Context: an optimization exercise on an open-source flow, tuned for small area, a short achievable clock period and few clock cycles. The choices shown serve that exercise and are no tape-out recipe. No run shown here included a check of the RTL's function; only the layout flow was run. No activity file was given, so power comes from the tool's default toggle rates.

==> flow/design.v <==
package dpc_pkg;
	localparam int PIX_W  = 8;
	localparam int DIM_W  = 9;
	localparam int CNT_W  = 17;
	localparam int SUM_W  = 24;
	localparam int CFG_IW = 3;
	localparam int CFG_DW = 17;
endpackage
module dark_pixel_centroid (
	input  logic        clk,
	input  logic        arst_n,
	input  logic        cfg_valid,
	output logic        cfg_ready,
	input  logic [2:0]  cfg_index,
	input  logic [16:0] cfg_data,
	input  logic        s_tvalid,
	output logic        s_tready,
	input  logic [7:0]  s_tdata,
	input  logic        s_tlast,
	output logic        m_tvalid,
	input  logic        m_tready,
	output logic [39:0] m_tdata,
	output logic        m_tuser
);
	logic [7:0]  cfg_wm1;                         
	logic [8:0]  cfg_xs1, cfg_xe1, cfg_ys1, cfg_ye1;   
	logic [7:0]  cfg_thr;
	logic [16:0] cfg_min, cfg_max;
	logic [8:0]  cfg_dec;
	assign cfg_ready = 1'b1;
	assign cfg_dec   = cfg_data[8:0] - 9'd1;
	always_ff @(posedge clk or negedge arst_n) begin
		if (!arst_n) begin
			cfg_wm1 <= 8'd95;
			cfg_thr <= 8'd85;
			cfg_xs1 <= 9'd9;
			cfg_xe1 <= 9'd85;
			cfg_ys1 <= 9'd9;
			cfg_ye1 <= 9'd85;
			cfg_min <= 17'd180;
			cfg_max <= 17'd3176;
		end else if (cfg_valid) begin
			case (cfg_index)
				3'd0: cfg_wm1 <= cfg_dec[8] ? {8{cfg_data[8]}} : cfg_dec[7:0];
				3'd1: cfg_thr <= cfg_data[7:0];
				3'd2: cfg_xs1 <= cfg_dec;
				3'd3: cfg_xe1 <= cfg_dec;
				3'd4: cfg_ys1 <= cfg_dec;
				3'd5: cfg_ye1 <= cfg_dec;
				3'd6: cfg_min <= cfg_data;
				3'd7: cfg_max <= cfg_data;
				default: ;
			endcase
		end
	end
	logic rdy_q, v0_q, div_q, vld_q, clr_q;
	logic last_q, w0_q;           
	logic st_q, swap_q, fin_q;
	logic clr, last;
	logic [7:0]  col_q, row_q;    
	logic        fs_q;            
	logic        xs_q, xe_q;      
	logic        ys_q, ye_q;      
	logic [16:0] cnt_q;           
	logic        nz_q, min_q, max_q;   
	logic [26:0] x_q;             
	logic [23:0] y_q;             
	logic        cx_q, cy_q;      
	logic        found_q;
	assign clr  = clr_q;
	assign last = last_q;
	logic       wrap, inc, eq_min, eq_max;
	logic       xs_d, xe_d, ys_d, ye_d;
	logic       xs_z, xe_z, ys_z, ye_z;
	logic [8:0] sx_lo, sy_lo;
	logic [16:0] sx_hi, sy_hi;
	logic       force_x, force_y;
	assign wrap = col_q == cfg_wm1;
	assign xs_z = &cfg_xs1;
	assign xe_z = &cfg_xe1;
	assign ys_z = &cfg_ys1;
	assign ye_z = &cfg_ye1;
	always_comb begin
		xs_d = xs_q;
		xe_d = xe_q;
		ys_d = ys_q;
		ye_d = ye_q;
		if (clr || last || (fs_q && !v0_q)) begin
			xs_d = xs_z;
			xe_d = xe_z;
			ys_d = ys_z;
			ye_d = ye_z;
		end else if (v0_q) begin
			if (wrap) begin
				xs_d = xs_z;
				xe_d = xe_z;
				if (row_q != 8'hff) begin
					if ({1'b0, row_q} == cfg_ys1) ys_d = 1'b1;
					if ({1'b0, row_q} == cfg_ye1) ye_d = 1'b1;
				end
			end else begin
				if ({1'b0, col_q} == cfg_xs1) xs_d = 1'b1;
				if ({1'b0, col_q} == cfg_xe1) xe_d = 1'b1;
			end
		end
	end
	assign inc    = w0_q && !(&cnt_q);
	assign eq_min = cnt_q == cfg_min;
	assign eq_max = cnt_q == cfg_max;
	assign sx_lo   = {1'b0, x_q[7:0]} + {1'b0, col_q & {8{w0_q}}};
	assign sy_lo   = {1'b0, y_q[7:0]} + {1'b0, row_q & {8{w0_q}}};
	assign sx_hi   = {1'b0, x_q[23:8]} + {16'd0, cx_q};
	assign sy_hi   = {1'b0, y_q[23:8]} + {16'd0, cy_q};
	assign force_x = (cx_q && x_q[23:8] == 16'hffff) || (fin_q && (x_q[8] || !found_q));
	assign force_y = (cy_q && y_q[23:8] == 16'hffff) || (fin_q && (y_q[8] || !found_q));
	logic [19:0] sum;
	logic        neg, found;
	assign neg     = x_q[26];
	assign sum     = {x_q[26:8], 1'b1} + {{2'b0, cnt_q} ^ {19{!neg}}, !neg};
	assign found = nz_q && (min_q || eq_min) && !max_q;
	always_ff @(posedge clk or negedge arst_n) begin
		if (!arst_n) begin
			rdy_q  <= 1'b0;
			v0_q   <= 1'b0;
			last_q <= 1'b0;
			div_q  <= 1'b0;
			vld_q  <= 1'b0;
			clr_q  <= 1'b1;
			st_q   <= 1'b0;
			swap_q <= 1'b0;
			fin_q  <= 1'b0;
		end else begin
			v0_q   <= s_tvalid && rdy_q;
			last_q <= s_tvalid && rdy_q && s_tlast;
			clr_q  <= vld_q && m_tready;
			if (clr_q)                     rdy_q <= 1'b1;
			else if (s_tvalid && s_tlast)  rdy_q <= 1'b0;
			if (last_q)        div_q <= 1'b1;
			else if (fin_q)    div_q <= 1'b0;
			if (fin_q)         vld_q <= 1'b1;
			else if (m_tready) vld_q <= 1'b0;
			st_q   <= div_q && (col_q <= 8'd8 || (col_q >= 8'd10 && col_q <= 8'd18));
			swap_q <= div_q && col_q == 8'd9;
			fin_q  <= div_q && col_q == 8'd19;
		end
	end
	always_ff @(posedge clk) begin
		w0_q    <= s_tvalid && rdy_q && (s_tdata < cfg_thr) && xs_d && !xe_d && ys_d && !ye_d;
		found_q <= found;
		xs_q <= xs_d;
		xe_q <= xe_d;
		ys_q <= ys_d;
		ye_q <= ye_d;
		if (clr || last) fs_q <= 1'b1;
		else if (v0_q)   fs_q <= 1'b0;
		if (clr || last) begin
			col_q <= '0;
			row_q <= '0;
		end else if (div_q) begin
			col_q <= col_q + 8'd1;
		end else if (v0_q) begin
			if (wrap) begin
				col_q <= '0;
				if (row_q != 8'hff) row_q <= row_q + 8'd1;
			end else begin
				col_q <= col_q + 8'd1;
			end
		end
		cnt_q <= (clr || (fin_q && !found_q)) ? 17'd0 : cnt_q + {16'd0, inc};
		if (clr) begin
			nz_q   <= 1'b0;
			min_q  <= 1'b0;
			max_q  <= 1'b0;
		end else if (inc) begin
			nz_q  <= 1'b1;
			if (eq_min) min_q <= 1'b1;
			if (eq_max) max_q <= 1'b1;
		end
		cx_q <= sx_lo[8] && !clr;
		cy_q <= sy_lo[8] && !clr;
		y_q  <= clr ? 24'd0 : force_y ? 24'hffffff : {sy_hi[15:0], sy_lo[7:0]};
		if (clr) begin
			x_q <= '0;
		end else if (swap_q) begin
			x_q      <= {3'b0, y_q};
			y_q[8:0] <= x_q[8:0];
		end else if (st_q) begin
			x_q <= {sum[18:1], x_q[7:0], !sum[19]};
		end else begin
			x_q <= {3'b0, force_x ? 24'hffffff : {sx_hi[15:0], sx_lo[7:0]}};
		end
	end
	assign s_tready = rdy_q;
	assign m_tvalid = vld_q;
	assign m_tuser  = found_q;
	assign m_tdata  = {5'b0, cnt_q, !found_q, x_q[7:0], !found_q, y_q[7:0]};
endmodule
==> flow/flow/run.sh <==
#!/bin/bash
# The standard layout (standard.sh: the standard flow's synthesis and ORFS flow, unchanged), with
# - the ports buffered by the smallest buffer instead of the resizer's default pick; the
#   resizer still upsizes or adds buffers where a port's load or timing needs it;
# - the clock tree built from clkbuf_8 cells under a clkbuf_16 root.
set -euo pipefail
bash standard.sh finish \
	'BUFFER_PORTS_ARGS=-buffer_cell sky130_fd_sc_hd__buf_1' \
	'CTS_ARGS=-sink_clustering_enable -repair_clock_nets -root_buf sky130_fd_sc_hd__clkbuf_16 -buf_list sky130_fd_sc_hd__clkbuf_8' \
	> make_finish.log 2>&1
==> flow/standard.sh <==
#!/bin/bash
# synth_recipe.tcl (not shown) runs the flow's synth.tcl, then flattens the netlist and writes it again
# the make line also repeats each setting of config.mk as NAME=value (left out here)
make -C /OpenROAD-flow-scripts/flow DESIGN_CONFIG=/design/flow/config.mk WORK_HOME=/design/flow/orfs CLKGATE_MAP_FILE= SYNTH_SCRIPT=/design/flow/synth_recipe.tcl "${@:-finish}"
==> flow/config.mk <==
export PLATFORM = sky130hd
export DESIGN_NAME = dark_pixel_centroid
export DESIGN_NICKNAME = dark_pixel_centroid
export VERILOG_FILES = /design/flow/design.v
export SDC_FILE = /design/flow/constraint.sdc
export NUM_CORES = 4
export LEC_CHECK = 0
export CAP_MARGIN = 20
export CORE_MARGIN = 2
export CORE_UTILIZATION = 40
export SETUP_SLACK_MARGIN = 2.7
export SLEW_MARGIN = 20
==> flow/constraint.sdc <==
create_clock -name core_clock -period 5.0 [get_ports {clk}]
set_input_delay 1.0000 -clock core_clock [delete_from_list [all_inputs] [get_ports {clk}]]
set_output_delay 1.0000 -clock core_clock [all_outputs]
set_load 0.01 [all_outputs]
==> flow_summary.json, run 1 <==
{
  "syn_inst": 1220,
  "io_pins": 78,
  "total_power_mw": 6.68,
  "dieArea_um2": 28900,
  "synth.area.top_cells": "dfxtp_1 (17%), dfrtp_1 (14%), xnor2_1 (7.9%), dfstp_2 (7.6%), ha_1 (6.0%)",
  "synthDistinctLibCells": 75,
  "post-route-min-period_ns": 2.46,
  "drt_wl_total_um": 27900,
  "syn_area_um2": 11000,
  "drv_cap": 0,
  "die-height_um": 170,
  "die_x_um": 170,
  "root_buffer": "clkbuf_16",
  "maxSlewViolCount": 0,
  "r2r_cells": 10,
  "cts_buffer_depth": 2,
  "grt_pass1_vias": 8308,
  "nNetsFinal": 1333,
  "fin_skew_ns": 0.0189,
  "cp_max_fo": 7,
  "finalSetupViolCount": 0,
  "worst_hold_slack_ns": 0.448,
  "grt_pass1_wl_um": 44300,
  "drt_iter0_markers": 447,
  "viasPerCell": 5.44,
  "cp_data_arrival_time_ns": 2.76,
  "hold_path.class": "reg2reg",
  "synth_edf_count": 0,
  "powerDensity_nw_per_um2": 537,
  "worst_slack_ns": 2.54,
  "synth_top_area_cell": "dfxtp_1",
  "drive_above_1_share": 0.192,
  "synth.avg_cell_area_um2": 9.03,
  "fmaxAchievable_mhz": 406,
  "status": "complete, no violations",
  "reg2reg_slack_ns": 2.58,
  "grt_max_degree": 61,
  "start_util": 0.408,
  "clk_pin_slew_ns": 0.11,
  "period_share": 0.492,
  "worstHoldStart": "y_q[7]",
  "tritoncts": "built",
  "p_int_mw": 3.87,
  "rr_startpoint": "x_q[26]",
  "slew_headroom": 0.437,
  "ys_ff_latch": 191,
  "gp_congestion": 0.861,
  "wire_per_inst_um": 17.5,
  "power_switching_mw": 2.81,
  "clkPwrFrac": 0.162,
  "num_rows": 60,
  "fin_util": 0.460,
  "cp-end-kind": "register",
  "r2r-end": "x_q[23]",
  "min_path_cells": 2,
  "htreeDepth": 4,
  "dp_hpwl_um": 20100,
  "ys_seq_area_frac": 0.394,
  "vias": 8689,
  "overflow": 0,
  "antenna_found_initial": 0,
  "ys.flop_type": "dfxtp_1",
  "grt_usage": 0.195,
  "irDropWorstVdd_uv": 224,
  "rsz0062_at_grt": "yes",
  "combPwrFrac": 0.449,
  "min_to": "x_q[7]",
  "drc": 0,
  "insertedDiodeCount": 0,
  "worstMarginPinSlew_ns": 0.840,
  "worstSetupPathType": "in2reg",
  "ant_nets": 0,
  "cts.sinks": 191,
  "clk_latency_ns": 0.41,
  "crit_start": "cfg_data[4]",
  "pre_cts_slack_ns": 1.87,
  "core_area_um2": 27000,
  "seq_power_share": 0.389,
  "sw_frac_of_total": 0.420,
  "tns_ns": 0,
  "areaGrowthSynthToFinish_pct": 12.9,
  "synthArstFlopShare": 0.497,
  "cts_made_buffers": 17,
  "firstDrtPassIters": 5,
  "required_ns": 5.30,
  "hold_violations": 0,
  "leakagePower_nw": 4.94,
  "timing.critical_path.from_type": "input port",
  "postCtsHoldBufs": 0,
  "yosysWarnings": 1,
  "synth.top_cell.area_share": 0.174,
  "io_buffers": 71
}
-- Yosys cell counts (4+ instances only) --
cell type / count
a21o_1: 15
a311oi_1: 5
dfstp_2: 32
o21ai_0: 60
and3_1: 12
buf_1: 4
nand3_1: 41
nand2b_1: 6
nor2b_1: 8
nand2_1: 101
buf_2: 8
a211oi_1: 9
dfxtp_1: 96
o221a_2: 4
mux2i_1: 4
nor4_1: 8
inv_1: 39
buf_4: 23
xnor2_1: 99
o21ai_1: 8
mux2_2: 38
xor2_1: 74
nor3_1: 24
or2_2: 4
nand4_1: 28
o221ai_1: 5
dfrtp_1: 63
clkbuf_1: 57
and2_1: 19
ha_1: 53
a221oi_1: 8
and4_1: 5
nor2_1: 108
a21oi_1: 72
o21a_1: 5
nor3b_1: 6
or3_1: 8
a31oi_1: 9
-- through the flow --
stage                     cells  cell area (um^2)
final                      1598             12400
after global routing       1598             12400
after CTS                  1592             12200
after detailed placement   1550             11400
after global placement     1550             11400
after floorplan            1224             11100
-- worst max path at each step --
stage / end / slack, ns / cells past startpoint
after floorplan: cfg_wm1[5] / 2.28 / 5
after global placement: x_q[18] / 2.00 / 9
after detailed placement: x_q[23] / 1.87 / 9
after CTS: cfg_wm1[5] / 2.53 / 6
after global routing: cfg_wm1[7] / 2.51 / 7
final: cfg_wm1[7] / 2.54 / 7
-- logic make-up after synthesis --
group,synth area share
AOI/OAI and AO/OA,0.131
xor gates and xnor gates,0.137
adders and majority gates,0.0648
buffers and inverters,0.0537
DFF,0.394
muxes,0.0425
other,0.000681
and+or+nand+nor,0.177
-- registers in the layout, summed over array words and instances, names as in the netlist, 9 cells and up --
signal / cells
cfg_ys1: 9
cfg_xe1: 9
x_q: 27
cfg_min: 17
y_q: 24
cfg_ye1: 9
cnt_q: 17
cfg_max: 17
cfg_xs1: 9
-- repair_timing --
item | 4_1_cts | 5_1_grt
resized for setup | 80 | 61
buffers inserted | 10 | 6
endpoints found under the setup margin | 45 | 62
hold endpoints to repair | 0 | 0
pin swaps | 13 | 13
-- layout make-up --
| cell class | instances | area [um^2] |
|---|---|---|
| tap | 341 | 427 |
| clock buffer | 18 | 259 |
| timing repair buffer | 93 | 494 |
| clock inverter | 14 | 151 |
| fill | 2598 | 14600 |
| multi-input combinational | 901 | 6540 |
| inverter | 40 | 150 |
| sequential | 191 | 4420 |
-- placed cells by master, fill, tap and decap left out, drive strengths merged, types with 6 or more instances in the layout --
master	netlist	final
nor2	109	109
nand2	101	101
xnor2	99	99
dfxtp	96	96
buf	35	92
xor2	74	74
a21oi	72	72
o21ai	68	68
dfrtp	63	63
ha	53	53
inv	39	48
nand3	42	42
mux2	38	38
dfstp	32	32
nand4	28	28
nor3	26	26
and2	19	19
clkbuf	57	19
a21o	15	15
and3	12	12
nor4	10	10
nor2b	9	9
a211oi	9	9
a31oi	9	9
a221oi	8	8
or3	8	8
nand2b	6	6
conb	2	6
nor3b	6	6
-- routing by layer --
metal,track usage,part of all wire,up-vias
met1,0.265,0.48,4230
li1,-,-,4270
met4,0.0550,0.013,0
met2,0.320,0.47,167
met3,0.0333,0.039,22
met5,0,0,-
-- power groups by stage --
stage          clock, mW  combinational (mW)  sequential, mW
6_report            1.08                3.00            2.60
5_1_grt             1.17                3.32            2.66
4_1_cts             1.10                2.84            2.59
3_5_place_dp           0                2.61            2.63
3_3_place_gp           0                2.56            2.63
2_1_floorplan          0                2.32            2.32
-- critical path, stage by stage --
cell and delay [ns]:
buf_8 0.10, or3_4 0.38, or2_4 0.24, or4_4 0.47
nor2_4 0.26, a21oi_2 0.05, mux2_4 0.26
==> inputs of run 2 (changes only) <==
--- a/flow/design.v
+++ b/flow/design.v
@@ -28,7 +28,9 @@
 	logic [16:0] cfg_min, cfg_max;
 	logic [8:0]  cfg_dec;
 	assign cfg_ready = 1'b1;
-	assign cfg_dec   = cfg_data[8:0] - 9'd1;
+	always_comb begin
+		for (int i = 0; i < 9; i++) cfg_dec[i] = cfg_data[i] ^ ~|(cfg_data[8:0] & ((9'd1 << i) - 9'd1));
+	end
 	always_ff @(posedge clk or negedge arst_n) begin
 		if (!arst_n) begin
 			cfg_wm1 <= 8'd95;
@@ -55,18 +57,21 @@
 	end
 	logic rdy_q, v0_q, div_q, vld_q, clr_q;
 	logic last_q, w0_q;           
-	logic st_q, swap_q, fin_q;
+	logic lo_q, hi_q, swap_q, fin_q;
 	logic clr, last;
 	logic [7:0]  col_q, row_q;    
 	logic        fs_q;            
 	logic        xs_q, xe_q;      
 	logic        ys_q, ye_q;      
 	logic [16:0] cnt_q;           
+	logic        full_q;          
 	logic        nz_q, min_q, max_q;   
 	logic [26:0] x_q;             
 	logic [23:0] y_q;             
 	logic        cx_q, cy_q;      
-	logic        found_q;
+	logic        cd_q;            
+	logic        qp_q;            
+	logic        found_q, nf_q;
 	assign clr  = clr_q;
 	assign last = last_q;
 	logic       wrap, inc, eq_min, eq_max;
@@ -104,7 +109,7 @@
 			end
 		end
 	end
-	assign inc    = w0_q && !(&cnt_q);
+	assign inc    = w0_q && !full_q;
 	assign eq_min = cnt_q == cfg_min;
 	assign eq_max = cnt_q == cfg_max;
 	assign sx_lo   = {1'b0, x_q[7:0]} + {1'b0, col_q & {8{w0_q}}};
@@ -112,11 +117,15 @@
 	assign sx_hi   = {1'b0, x_q[23:8]} + {16'd0, cx_q};
 	assign sy_hi   = {1'b0, y_q[23:8]} + {16'd0, cy_q};
 	assign force_x = (cx_q && x_q[23:8] == 16'hffff) || (fin_q && (x_q[8] || !found_q));
+	logic  qbit;
+	assign qbit = !x_q[26];
 	assign force_y = (cy_q && y_q[23:8] == 16'hffff) || (fin_q && (y_q[8] || !found_q));
-	logic [19:0] sum;
+	logic [11:0] lo;
+	logic [9:0]  hi;
 	logic        neg, found;
 	assign neg     = x_q[26];
-	assign sum     = {x_q[26:8], 1'b1} + {{2'b0, cnt_q} ^ {19{!neg}}, !neg};
+	assign lo      = {1'b0, x_q[17:8], 1'b1} + {1'b0, cnt_q[9:0] ^ {10{!neg}}, !neg};
+	assign hi      = {x_q[26:18], 1'b1} + {{2'b0, cnt_q[16:10]} ^ {9{!neg}}, cd_q};
 	assign found = nz_q && (min_q || eq_min) && !max_q;
 	always_ff @(posedge clk or negedge arst_n) begin
 		if (!arst_n) begin
@@ -126,7 +135,8 @@
 			div_q  <= 1'b0;
 			vld_q  <= 1'b0;
 			clr_q  <= 1'b1;
-			st_q   <= 1'b0;
+			lo_q   <= 1'b0;
+			hi_q   <= 1'b0;
 			swap_q <= 1'b0;
 			fin_q  <= 1'b0;
 		end else begin
@@ -139,14 +149,16 @@
 			else if (fin_q)    div_q <= 1'b0;
 			if (fin_q)         vld_q <= 1'b1;
 			else if (m_tready) vld_q <= 1'b0;
-			st_q   <= div_q && (col_q <= 8'd8 || (col_q >= 8'd10 && col_q <= 8'd18));
-			swap_q <= div_q && col_q == 8'd9;
-			fin_q  <= div_q && col_q == 8'd19;
+			lo_q   <= div_q && !col_q[0] && (col_q <= 8'd16 || (col_q >= 8'd20 && col_q <= 8'd36));
+			hi_q   <= div_q &&  col_q[0] && (col_q <= 8'd17 || (col_q >= 8'd21 && col_q <= 8'd37));
+			swap_q <= div_q && col_q == 8'd18;
+			fin_q  <= div_q && col_q == 8'd38;
 		end
 	end
 	always_ff @(posedge clk) begin
 		w0_q    <= s_tvalid && rdy_q && (s_tdata < cfg_thr) && xs_d && !xe_d && ys_d && !ye_d;
 		found_q <= found;
+		nf_q    <= !found;
 		xs_q <= xs_d;
 		xe_q <= xe_d;
 		ys_q <= ys_d;
@@ -168,30 +180,37 @@
 		end
 		cnt_q <= (clr || (fin_q && !found_q)) ? 17'd0 : cnt_q + {16'd0, inc};
 		if (clr) begin
+			full_q <= 1'b0;
 			nz_q   <= 1'b0;
 			min_q  <= 1'b0;
 			max_q  <= 1'b0;
 		end else if (inc) begin
 			nz_q  <= 1'b1;
+			if (cnt_q == 17'h1fffe) full_q <= 1'b1;
 			if (eq_min) min_q <= 1'b1;
 			if (eq_max) max_q <= 1'b1;
 		end
 		cx_q <= sx_lo[8] && !clr;
 		cy_q <= sy_lo[8] && !clr;
 		y_q  <= clr ? 24'd0 : force_y ? 24'hffffff : {sy_hi[15:0], sy_lo[7:0]};
+		qp_q <= hi_q;
 		if (clr) begin
 			x_q <= '0;
 		end else if (swap_q) begin
 			x_q      <= {3'b0, y_q};
-			y_q[8:0] <= x_q[8:0];
-		end else if (st_q) begin
-			x_q <= {sum[18:1], x_q[7:0], !sum[19]};
+			y_q[8:0] <= {x_q[8:1], qbit};
+		end else if (lo_q) begin
+			x_q[17:8] <= lo[10:1];
+			cd_q      <= lo[11];
+			if (qp_q) x_q[0] <= qbit;
+		end else if (hi_q) begin
+			x_q <= {hi[8:1], x_q[17:0], 1'b0};
 		end else begin
-			x_q <= {3'b0, force_x ? 24'hffffff : {sx_hi[15:0], sx_lo[7:0]}};
+			x_q <= {3'b0, force_x ? 24'hffffff : {sx_hi[15:0], sx_lo[7:1], fin_q ? qbit : sx_lo[0]}};
 		end
 	end
 	assign s_tready = rdy_q;
 	assign m_tvalid = vld_q;
 	assign m_tuser  = found_q;
-	assign m_tdata  = {5'b0, cnt_q, !found_q, x_q[7:0], !found_q, y_q[7:0]};
+	assign m_tdata  = {5'b0, cnt_q, nf_q, x_q[7:0], nf_q, y_q[7:0]};
 endmodule
==> flow/flow/run.sh (replaced) <==
#!/bin/bash
# The standard layout (standard.sh: the standard flow's synthesis and ORFS flow, unchanged), with the
# ports buffered by the smallest buffer instead of the resizer's default pick; the resizer
# still upsizes or adds buffers where a port's load or timing needs it.
set -euo pipefail
bash standard.sh finish \
	'BUFFER_PORTS_ARGS=-buffer_cell sky130_fd_sc_hd__buf_1' \
	> make_finish.log 2>&1
==> flow_summary.json, run 2 <==
{
  "rr_startpoint": "x_q[26]",
  "layout_common_cells": "nand2_1 (107), nor2_1 (102), o21ai_0 (87)",
  "num_rows": 62,
  "ys.flop_type": "dfxtp_1",
  "fin_util": 0.456,
  "worstMarginPinSlew_ns": 0.919,
  "status": "complete, no violations",
  "clk_latency_ns": 0.45,
  "start_util": 0.404,
  "irDropWorstVdd_uv": 210,
  "slew_headroom": 0.385,
  "hold_violations": 0,
  "final_common_cell": "nand2_1",
  "fmaxAchievable_mhz": 420,
  "drv_cap": 0,
  "fin_skew_ns": 0.0184,
  "largest_reg_flops": 27,
  "die_x_um": 174,
  "drc": 0,
  "cts_buffer_depth": 2,
  "synth_commonest_cells": "nand2_1 (109), nor2_1 (103), dfxtp_1 (99), o21ai_0 (94), xnor2_1 (90)",
  "rsz0062_at_grt": "yes",
  "maxSlewViolCount": 0,
  "grt_pass1_wl_um": 48700,
  "grt_pass1_vias": 9025,
  "cts_made_buffers": 17,
  "design_area_um2": 13000,
  "worst_hold_slack_ns": 0.478,
  "dp.cells": 1655,
  "gp_congestion": 0.878,
  "pre_cts_slack_ns": 2.04,
  "r2r-end": "x_q[26]",
  "leakagePower_nw": 5.19,
  "required_ns": 5.35,
  "drive_above_1_share": 0.157,
  "timing.critical_path.from_type": "register",
  "synth.most_common_cell": "nand2_1",
  "cp-end-kind": "register",
  "worst_slack_ns": 2.62,
  "stdcell_count": 1706,
  "ys_seq_area_frac": 0.387,
  "grt_usage": 0.200,
  "cts.sinks": 196,
  "dp_hpwl_um": 21600,
  "synthDistinctLibCells": 79,
  "finalSetupViolCount": 0,
  "overflow": 0,
  "endpoint": "x_q[26]",
  "worstSetupPathType": "reg2reg",
  "firstDrtPassIters": 5,
  "htreeDepth": 4,
  "dieArea_um2": 30200,
  "synthArstFlopShare": 0.490,
  "nNetsFinal": 1401,
  "synth.top_cell.area_share": 0.172,
  "period_share": 0.476,
  "cp_max_fo": 7,
  "ant_nets": 0,
  "tns_ns": 0,
  "syn_area_um2": 11500,
  "r2r_cells": 8,
  "post-route-min-period_ns": 2.38,
  "total_power_mw": 6.41,
  "areaGrowthSynthToFinish_pct": 12.9,
  "antenna_found_initial": 0,
  "io_pins": 78,
  "yosysWarnings": 1,
  "synth_edf_count": 1,
  "syn_inst": 1288,
  "die-height_um": 174,
  "clk_pin_slew_ns": 0.09,
  "insertedDiodeCount": 0,
  "synth_top_area_cell": "dfxtp_1",
  "drt_wl_total_um": 30000,
  "powerDensity_nw_per_um2": 492,
  "core_area_um2": 28500,
  "wire_per_inst_um": 17.6,
  "num-fill-cells": 2834,
  "ys_ff_latch": 196,
  "synth.area.top_cells": "dfxtp_1 (17%), dfrtp_1 (14%), dfstp_2 (7.3%), xnor2_1 (6.8%), ha_1 (6.0%)",
  "grt_max_degree": 60,
  "io_buffers": 71,
  "dpl-instance-area_um2": 12000,
  "viasPerCell": 5.40,
  "synth.avg_cell_area_um2": 8.94,
  "crit_start": "x_q[26]",
  "root_buffer": "clkbuf_16",
  "tritoncts": "built",
  "top_regs": "x_q: 27 flops, y_q: 24 flops",
  "vias": 9210,
  "top_register": "x_q",
  "reg2reg_slack_ns": 2.62,
  "drt_iter0_markers": 559,
  "min_path_cells": 2,
  "cp_data_arrival_time_ns": 2.72,
  "hold_path.class": "reg2reg"
}
==> run 2: layer usage <==
| layer | vias up | share of wire | global-route usage |
|---|---|---|---|
| met1 | 4441 | 0.48 | 0.277 |
| met3 | 39 | 0.035 | 0.0281 |
| met4 | 0 | 0.017 | 0.0483 |
| met2 | 203 | 0.47 | 0.332 |
| li1 | 4527 | - | - |
| met5 | - | 0 | 0 |
==> run 2: power breakdown <==
part           total, mW  internal, mW  switching (mW)
Combinational       2.52          1.21            1.31
Sequential          2.46          1.98           0.487
Clock               1.42         0.696           0.729
Total               6.41          3.88            2.52
==> run 2: cells by family after synthesis <==
logic type | count (synthesis) | share of synthesized area
buffers and inverters | 150 | 0.0590
AO/OA/AOI/OAI | 286 | 0.161
XOR/XNOR | 156 | 0.119
multiplexers | 31 | 0.0298
flip-flops | 196 | 0.387
other | 2 | 0.000652
adder cells (fa/ha/maj) | 59 | 0.0658
AND/OR/NAND/NOR | 408 | 0.178
==> run 2: how the worst min path moves through the flow <==
stage               startpoint    endpoint  slack, ns
floorplan                 hi_q        qp_q       0.35
global placement          nz_q        nz_q       0.45
detailed placement        ye_q        ye_q       0.46
CTS                       ye_q        ye_q       0.48
global route        cfg_wm1[0]  cfg_wm1[0]       0.51
finish                    ye_q        ye_q       0.48
==> run 2: what timing repair did <==
action	in CTS	in global routing
hold buffers	0	0
pin swaps	9	16
buffers inserted	11	8
setup endpoints to repair	49	34
resized for setup	39	36
==> run 2: layout make-up <==
class                           instances  area, um^2  share of cell area
Inverter                               51         215              0.0165
Sequential cell                       196        4500               0.346
Tap cell                              384         480              0.0369
Multi-Input combinational cell        946        6710               0.516
Clock buffer                           18         439              0.0337
Clock inverter                         14         176              0.0136
Timing Repair Buffer                   97         488              0.0375
==> run 2: worst max-delay path, cell delays in order (launching register included) <==
cell and delay [ns]:
dfxtp_4 0.41, xnor2_4 0.15, fa_2 0.37, a21o_1 0.20
a211o_1 0.30, a2111oi_4 0.34, o31ai_2 0.12, a21o_1 0.17
a311oi_1 0.23

-- what the ideal ports hide --
How much do the figures lean on ideal ports? The routed layouts below were timed once more, with nothing changed but the port constraints. Step 1: set_driving_cell puts a clkbuf_16 on clk and a buf_2 on each other input, an assumption about the parent block. Step 2 also shifts input and output timing later by t, the mid clock arrival at the registers, as if the neighbouring blocks saw the same clock. a / b / c = ideal ports / drivers / drivers and shift; a / b = the first two.
run	t (ns)	setup WS [ns]	worst hold slack (ns)
run 1	0.445	2.539 / 2.547 / 2.102	0.448 / 0.448 / 0.448
run 2	0.485	2.621 / 2.621 / 2.309	0.478 / 0.478 / 0.478
After both steps setup and hold are still met in every run listed. The setup slack of run 1, which loses most, moves by +0.008 ns with the drivers and by -0.437 ns with both steps.
